What follows belongs to an exercise in optimizing a design on an open flow for small area, a short achievable clock period and few clock cycles per item; a production flow would make more cautious choices.
Only simulation tests tie the RTL to the original design; equivalence was not proved.
Power and IR drop assume default switching activity.

## config.mk

```make
export PLATFORM = sky130hd
export DESIGN_NAME = mips_multicycle_core
export DESIGN_NICKNAME = mips_multicycle_core
export VERILOG_FILES = /design/flow/design.v
export SDC_FILE = /design/flow/constraint.sdc
export NUM_CORES = 4
export LEC_CHECK = 0
export CAP_MARGIN = 20
export CORE_MARGIN = 2
export CORE_UTILIZATION = 40
export SLEW_MARGIN = 20
```

## constraint.sdc

```tcl
create_clock -name core_clock -period 7.0 [get_ports {clk}]
set_input_delay 1.4000 -clock core_clock [delete_from_list [all_inputs] [get_ports {clk}]]
set_output_delay 1.4000 -clock core_clock [all_outputs]
set_load 0.01 [all_outputs]
```

## design.v

```verilog
module mips_multicycle_core #(
    parameter logic [31:0] RESET_PC = 32'h0000_0000,
    parameter int unsigned ADDR_W   = 32,
    parameter int unsigned CNT_W    = 32
) (
    input  logic              clk,
    input  logic              reset,
    output logic              mem_req,
    output logic              mem_we,
    output logic [ADDR_W-1:0] mem_addr,
    output logic [31:0]       mem_wdata,
    input  logic [31:0]       mem_rdata,
    input  logic              mem_ready,
    output logic [31:0]       pc,
    output logic [CNT_W-1:0]  retired,
    output logic              illegal
);
    localparam logic [5:0] OP_RTYPE = 6'h00;
    localparam logic [5:0] OP_LW    = 6'h23;
    localparam logic [5:0] OP_SW    = 6'h2B;
    localparam logic [5:0] OP_BEQ   = 6'h04;
    localparam logic [5:0] OP_BNE   = 6'h05;
    localparam logic [5:0] OP_ADDI  = 6'h08;
    localparam logic [5:0] OP_J     = 6'h02;
    typedef enum logic [3:0] {
        S_FETCH, S_DECODE, S_MEMADR, S_MEMRD, S_MEMWB, S_MEMWR, S_EXEC,
        S_ALUWB, S_ADDI, S_ADDIWB, S_BRANCH, S_JUMP, S_HALT
    } state_t;
    state_t      state, next_state;
    logic [31:0] ir, a, b, alu_out, mdr;
    logic [31:0] rf [32];
    logic [5:0]  opcode, funct;
    logic [4:0]  rs, rt, rd;
    logic [31:0] sign_imm, alu_sum, alu_r, pc_d, addr_d;
    logic        funct_ok, req_d, we_d, ld_addr, ld_wdata, retire;
    assign opcode   = ir[31:26];
    assign rs       = ir[25:21];
    assign rt       = ir[20:16];
    assign rd       = ir[15:11];
    assign funct    = ir[5:0];
    assign sign_imm = {{16{ir[15]}}, ir[15:0]};
    assign alu_sum  = a + sign_imm;
    always_comb begin
        alu_r    = '0;
        funct_ok = 1'b1;
        case (funct)
            6'h20:   alu_r = a + b;
            6'h22:   alu_r = a - b;
            6'h24:   alu_r = a & b;
            6'h25:   alu_r = a | b;
            6'h2A:   alu_r = {31'd0, $signed(a) < $signed(b)};
            default: funct_ok = 1'b0;
        endcase
    end
    always_ff @(posedge clk or posedge reset) begin
        if (reset) state <= S_FETCH;
        else       state <= next_state;
    end
    always_comb begin
        next_state = state;
        req_d      = 1'b0;
        we_d       = 1'b0;
        ld_addr    = 1'b0;
        addr_d     = pc;
        ld_wdata   = 1'b0;
        pc_d       = pc;
        retire     = 1'b0;
        case (state)
            S_FETCH: begin
                if (!mem_req) begin
                    req_d   = 1'b1;
                    ld_addr = 1'b1;
                    addr_d  = pc;
                end else if (mem_ready) begin
                    next_state = S_DECODE;
                    pc_d       = pc + 32'd4;
                end else begin
                    req_d = 1'b1;
                end
            end
            S_DECODE: begin
                case (opcode)
                    OP_LW, OP_SW:   next_state = S_MEMADR;
                    OP_RTYPE:       next_state = S_EXEC;
                    OP_BEQ, OP_BNE: next_state = S_BRANCH;
                    OP_ADDI:        next_state = S_ADDI;
                    OP_J:           next_state = S_JUMP;
                    default:        next_state = S_HALT;
                endcase
            end
            S_MEMADR: begin
                req_d   = 1'b1;
                ld_addr = 1'b1;
                addr_d  = alu_sum & ~32'd3;
                if (opcode == OP_SW) begin
                    next_state = S_MEMWR;
                    we_d       = 1'b1;
                    ld_wdata   = 1'b1;
                end else begin
                    next_state = S_MEMRD;
                end
            end
            S_MEMRD: begin
                if (mem_ready) next_state = S_MEMWB;
                else           req_d = 1'b1;
            end
            S_MEMWR: begin
                if (mem_ready) begin
                    next_state = S_FETCH;
                end else begin
                    req_d = 1'b1;
                    we_d  = 1'b1;
                end
            end
            S_EXEC:   next_state = funct_ok ? S_ALUWB : S_HALT;
            S_ADDI:   next_state = S_ADDIWB;
            S_MEMWB, S_ALUWB, S_ADDIWB: next_state = S_FETCH;
            S_BRANCH: begin
                if ((a == b) ^ (opcode == OP_BNE)) pc_d = pc + (sign_imm << 2);
                next_state = S_FETCH;
            end
            S_JUMP: begin
                pc_d       = {pc[31:28], ir[25:0], 2'b00};
                next_state = S_FETCH;
            end
            default: next_state = S_HALT;
        endcase
        if (next_state == S_FETCH && state != S_FETCH) begin
            retire  = 1'b1;
            req_d   = 1'b1;
            we_d    = 1'b0;
            ld_addr = 1'b1;
            addr_d  = pc_d;
        end
    end
    always_ff @(posedge clk or posedge reset) begin
        if (reset) begin
            pc        <= RESET_PC;
            ir        <= '0;
            a         <= '0;
            b         <= '0;
            alu_out   <= '0;
            mdr       <= '0;
            retired   <= '0;
            illegal   <= 1'b0;
            mem_req   <= 1'b0;
            mem_we    <= 1'b0;
            mem_addr  <= '0;
            mem_wdata <= '0;
            for (int i = 0; i < 32; i++) rf[i] <= '0;
        end else begin
            pc      <= pc_d;
            mem_req <= req_d;
            mem_we  <= we_d;
            if (ld_addr)  mem_addr  <= addr_d[ADDR_W-1:0];
            if (ld_wdata) mem_wdata <= b;
            if (retire)   retired   <= retired + CNT_W'(1);
            if (next_state == S_HALT && state != S_HALT) illegal <= 1'b1;
            case (state)
                S_FETCH:          if (mem_req && mem_ready) ir <= mem_rdata;
                S_DECODE: begin
                    a <= rf[rs];
                    b <= rf[rt];
                end
                S_MEMADR, S_ADDI: alu_out <= alu_sum;
                S_EXEC:           alu_out <= alu_r;
                S_MEMRD:          if (mem_ready) mdr <= mem_rdata;
                S_MEMWB:          if (rt != 5'd0) rf[rt] <= mdr;
                S_ALUWB:          if (rd != 5'd0) rf[rd] <= alu_out;
                S_ADDIWB:         if (rt != 5'd0) rf[rt] <= alu_out;
                default: ;
            endcase
        end
    end
endmodule
```

## run.sh

```bash
#!/bin/bash
# synth_recipe.tcl (not shown) runs the flow's synth.tcl, then flattens the netlist and writes it again
# the make line also repeats each setting of config.mk as NAME=value (left out here)
make -C /OpenROAD-flow-scripts/flow DESIGN_CONFIG=/design/flow/config.mk WORK_HOME=/design/flow/orfs CLKGATE_MAP_FILE= SYNTH_SCRIPT=/design/flow/synth_recipe.tcl finish
```

==> reports/results.ini <==
[cells_and_area]
nets=7520
drive_gt1_share_pct=9.85
finished_layout_cells=9654
relative_area_change_from_synthesis_to_final_layout_pct=15.2

[sta]
fin_crit_sh_pct=68.1
finalHoldViolations=0
tightestPinTransition_ns=1.32
setup_viol_count_final=0
fmax_mhz=210
timing.final.crit_period_ns=4.77
slew_viol_final=0
relSlewSlack_pct=11.5
totalNegativeSetupSlack_ns=0
final.setup_skew_ns=0.0448
grt_setup_unrepaired=false

[placed_design]
placed_cells=9387
gpl.final_weighted_congestion=0.995
placement.io_buffers=165
dpl.hpwl_mm=203

[critical_path]
worstSetupStartpointType=register
timing.critical_path.cells=or3b_2, nor2_4, buf_4, o22ai_1, a21oi_4, buf_4, nor2_1, a21oi_1
critical_path_required_ns=7.72
regToRegStartpoint=ir[20]$_DFFE_PP0P_
reg2regPathDepth=8
arrival_ns=5.49
critical_path.endpoint_type=register
path_max_fanout=22
ff2ff_setup_slack_ns=2.23
crit_type=reg2reg
critical_path.max_stage_delay_ns=0.97
timing.critical_path.slowest_stage_cell=sky130_fd_sc_hd__a21oi_4
path_common_cell=sky130_fd_sc_hd__buf_4
crit-reg2reg-capture=rf[6][2]$_DFFE_PP0P_

[grt]
grt_pass1_vias=61939
global_route.usage.total_pct=37.3
wire_length_of_the_first_global_routing_pass_mm=466
grt_start_max_net_pins=168
grt.overflow.total=0
grt_antenna_before_repair=15

[yosys]
yosys.cell_types.count=76
synth_async_sr_flop_share_pct=100
synth-seq-area-share_pct=48.5
ys.flop_type=sky130_fd_sc_hd__dfrtp_1
yosys.area.top_type_share_pct=48.5
synth_fp_nets=7626
yosys_register_bits=1319
synth.cell_area_um2=68100
synth_edf_count=0
netlist_top_cells_area=sky130_fd_sc_hd__dfrtp_1 48%, sky130_fd_sc_hd__o21ai_0 8.6%, sky130_fd_sc_hd__nand2_1 7.4%, sky130_fd_sc_hd__a221oi_1 4.8%, sky130_fd_sc_hd__a22o_1 4.7%
syn_warnings=2
syn-instance-count=7422
synthesis.area_per_instance_um2=9.17
biggest_area_consumer_among_synthesized_cells=sky130_fd_sc_hd__dfrtp_1

[pwr]
power.static_leakage_nw=33.4
worst_ir_drop_vdd_v=0.000526
power.sequential.fraction_pct=34.7
p_per_area_nw_per_um2=500
internal_power_component_w=0.0198
combPwrFrac_pct=45.1
switching_share_pct=49.5
switchingPower_w=0.0194
clock_power_share_pct=20.3

[die]
placementRows=151
die_area_um2=174000
dieWidth_um=417
io_pins=166
coreArea_um2=169000
initial_utilization_pct=40.2
die_h_um=417

[drt]
drc=0
final_ant_viol_nets=0
route.vias.total=66279
wire_per_inst_um=34.2
viasPerCell=6.87
drtPass1Iterations=10
detail_route.wirelength_mm=331
first_iter_violations=11373

[run_status]
outcome=complete, no violations

[clock_tree]
clk-insertion-delay-late_ns=0.84
cts-htree-levels=4
cts_sinks=1319
cts_tree=done
cts_resizes=0
clock_tree.root_cell=sky130_fd_sc_hd__clkbuf_16
clk_path_buf_depth=3
cts_setup_buffers=0
clk_pin_slew_ns=0.06
tritoncts.num_buffers=144
cts_hold_repair.buffers=0

[hold_path]
hp-class=reg2reg
hold_path.startpoint=rf[0][30]$_DFFE_PP0P_
timing.hold.worst_endpoint=rf[0][30]$_DFFE_PP0P_
whs_path_depth=0

[run]
maxCapViolations=0

-- layout by cell type, fill, tap and decap left out, types with 63 or more instances in the layout --
| cell | Yosys | final |
|---|---|---|
| sky130_fd_sc_hd__ha_1 | 165 | 165 |
| sky130_fd_sc_hd__a221oi_1 | 377 | 377 |
| sky130_fd_sc_hd__nand4_1 | 145 | 145 |
| sky130_fd_sc_hd__nand2_1 | 1339 | 1338 |
| sky130_fd_sc_hd__buf_4 | 1 | 217 |
| sky130_fd_sc_hd__a22o_1 | 362 | 362 |
| sky130_fd_sc_hd__a21oi_1 | 214 | 211 |
| sky130_fd_sc_hd__inv_1 | 126 | 125 |
| sky130_fd_sc_hd__dfrtp_1 | 1319 | 1318 |
| sky130_fd_sc_hd__o21ai_0 | 1170 | 1170 |
| sky130_fd_sc_hd__nor2_4 | 0 | 63 |
| sky130_fd_sc_hd__clkdlybuf4s50_1 | 0 | 165 |
| sky130_fd_sc_hd__nand3_1 | 110 | 109 |
| sky130_fd_sc_hd__xnor2_1 | 86 | 86 |
| sky130_fd_sc_hd__clkbuf_16 | 0 | 146 |
| sky130_fd_sc_hd__mux2_2 | 65 | 65 |
| sky130_fd_sc_hd__a22oi_1 | 250 | 250 |
| sky130_fd_sc_hd__nor2_1 | 313 | 250 |
-- power groups by stage --
| stage | combinational (W) | clock (W) | sequential [W] |
|---|---|---|---|
| floorplan | 0.00941 | 0 | 0.0124 |
| global placement | 0.0165 | 0 | 0.0135 |
| detailed placement | 0.0167 | 0 | 0.0135 |
| CTS | 0.0167 | 0.00798 | 0.0134 |
| global route | 0.0184 | 0.00830 | 0.0138 |
| finish | 0.0177 | 0.00795 | 0.0136 |
-- critical path, delay by kind of cell, from the launching register on --
family                 cells  cell delay, ns
AO/OA/AOI/OAI              3            1.26
buffers and inverters      2            1.06
flip-flops                 1            0.67
AND/OR/NAND/NOR            3            1.62
-- cell type report --
type                       count  area [um2]
fill                       15987       90800
inverter                     126         477
clock inverter                49         602
antenna                       11        27.5
clock buffer                 206        4260
tap                         2218        2780
sequential                  1319       33000
multi-input combinational   5316       33500
timing repair buffer         409        3820
-- cell families (layout without fill, tap and decap cells) --
family | count (synthesis) | in the layout | share of synthesized area [%]
AO/OA/AOI/OAI | 2788 | 2788 | 27.3
AND/OR/NAND/NOR | 2126 | 2126 | 13.3
flip-flops | 1319 | 1319 | 48.5
buffers and inverters | 787 | 790 | 4.39
adder cells (fa/ha/maj) | 169 | 169 | 3.15
XOR/XNOR | 122 | 122 | 1.57
multiplexers | 111 | 111 | 1.75
other | 0 | 11 | 0
-- worst max path at each step --
stage / startpoint / endpoint / slack, ns
floorplan: reset / a[0]$_DFFE_PP0P_ / -12.64
global placement: mem_ready / mem_addr[21]$_DFFE_PP0P_ / 2.05
detailed placement: mem_ready / mem_addr[21]$_DFFE_PP0P_ / 2.18
CTS: state[2]$_DFF_PP0_ / rf[26][5]$_DFFE_PP0P_ / 2.37
global route: state[2]$_DFF_PP0_ / rf[26][5]$_DFFE_PP0P_ / 2.07
finish: ir[20]$_DFFE_PP0P_ / rf[6][2]$_DFFE_PP0P_ / 2.23
-- per-layer routing --
| layer | global-route usage, % | up-vias | share of wire [%] |
|---|---|---|---|
| li1 | - | 27091 | - |
| met1 | 45.9 | 32141 | 36 |
| met2 | 53.8 | 5298 | 41 |
| met3 | 16.1 | 1715 | 14 |
| met4 | 22.8 | 34 | 7.7 |
| met5 | 1.61 | - | 0.22 |
-- synth_stat cells, types with 13 or more instances --
cell type and instances:
sky130_fd_sc_hd__nand2_1 1339, sky130_fd_sc_hd__dfrtp_1 1319, sky130_fd_sc_hd__o21ai_0 1170, sky130_fd_sc_hd__clkbuf_1 621, sky130_fd_sc_hd__a221oi_1 377, sky130_fd_sc_hd__a22o_1 362
sky130_fd_sc_hd__nor2_1 313, sky130_fd_sc_hd__a22oi_1 250, sky130_fd_sc_hd__a21oi_1 214, sky130_fd_sc_hd__ha_1 165, sky130_fd_sc_hd__nand4_1 145, sky130_fd_sc_hd__inv_1 126
sky130_fd_sc_hd__nand3_1 110, sky130_fd_sc_hd__xnor2_1 86, sky130_fd_sc_hd__mux2_2 65, sky130_fd_sc_hd__o32ai_1 57, sky130_fd_sc_hd__a21o_1 47, sky130_fd_sc_hd__mux2i_1 46
sky130_fd_sc_hd__nor3_1 44, sky130_fd_sc_hd__o221ai_1 44, sky130_fd_sc_hd__xor2_1 36, sky130_fd_sc_hd__nand2b_1 32, sky130_fd_sc_hd__o22ai_1 32, sky130_fd_sc_hd__a31oi_1 29
sky130_fd_sc_hd__buf_1 29, sky130_fd_sc_hd__and3_1 27, sky130_fd_sc_hd__a211oi_1 25, sky130_fd_sc_hd__o211ai_1 23, sky130_fd_sc_hd__o31ai_1 23, sky130_fd_sc_hd__o21a_1 21
sky130_fd_sc_hd__or3_1 17, sky130_fd_sc_hd__nor2b_1 16, sky130_fd_sc_hd__nor4_1 15, sky130_fd_sc_hd__o21bai_1 15, sky130_fd_sc_hd__and2_1 14, sky130_fd_sc_hd__or2_2 13
-- sequential cells by signal, summed over array words and instances (netlist names) --
| name | cells |
|---|---|
| rf | 1024 |
| a | 32 |
| alu_out | 32 |
| b | 32 |
| ir | 32 |
| mdr | 32 |
| mem_addr | 32 |
| mem_wdata | 32 |
| pc | 32 |
| retired | 32 |
| state | 4 |
| illegal | 1 |
| mem_req | 1 |
| mem_we | 1 |
-- through the flow --
step                      hold slack, ns  utilization, %  setup slack [ns]  total power, W  instance area [um2]
after floorplan                    0.449               -            -12.64          0.0219                68100
after global placement             0.388            43.4              2.05          0.0299                73400
after detailed placement           0.393            43.4              2.18          0.0302                73400
after CTS                          0.405            46.2              2.37          0.0381                78300
after global routing               0.410            46.3              2.07          0.0406                78400
final                              0.411            46.3              2.23          0.0393                78500
Testbench counts, summed over its fixed seeds: cycles 231,187, items 58,833.

-- separate check: timing with driven ports --
The flow's constraints put no driver on any port. The routed layout listed below was extracted and timed again, unchanged, in two steps.
Step 1 assumes that a clkbuf_16 drives the clock port and a buf_2 every other input.
Step 2 moves the port delays by t, midway between the first and last clock arrival at a register: inputs arrive t later, outputs are due t later. That takes back most of the time a late clock gives input paths.
Slacks: ideal ports / drivers / drivers and shift; pairs: ideal ports / drivers.
shift t [ns]: 0.905
setup WS [ns]: 2.232 / 2.232 / 2.150
worst setup path after step 2: input to register
After both steps setup and hold are still met in this run. For this run, drivers alone change the setup slack by 0.000 ns; drivers and shift together by -0.082 ns.
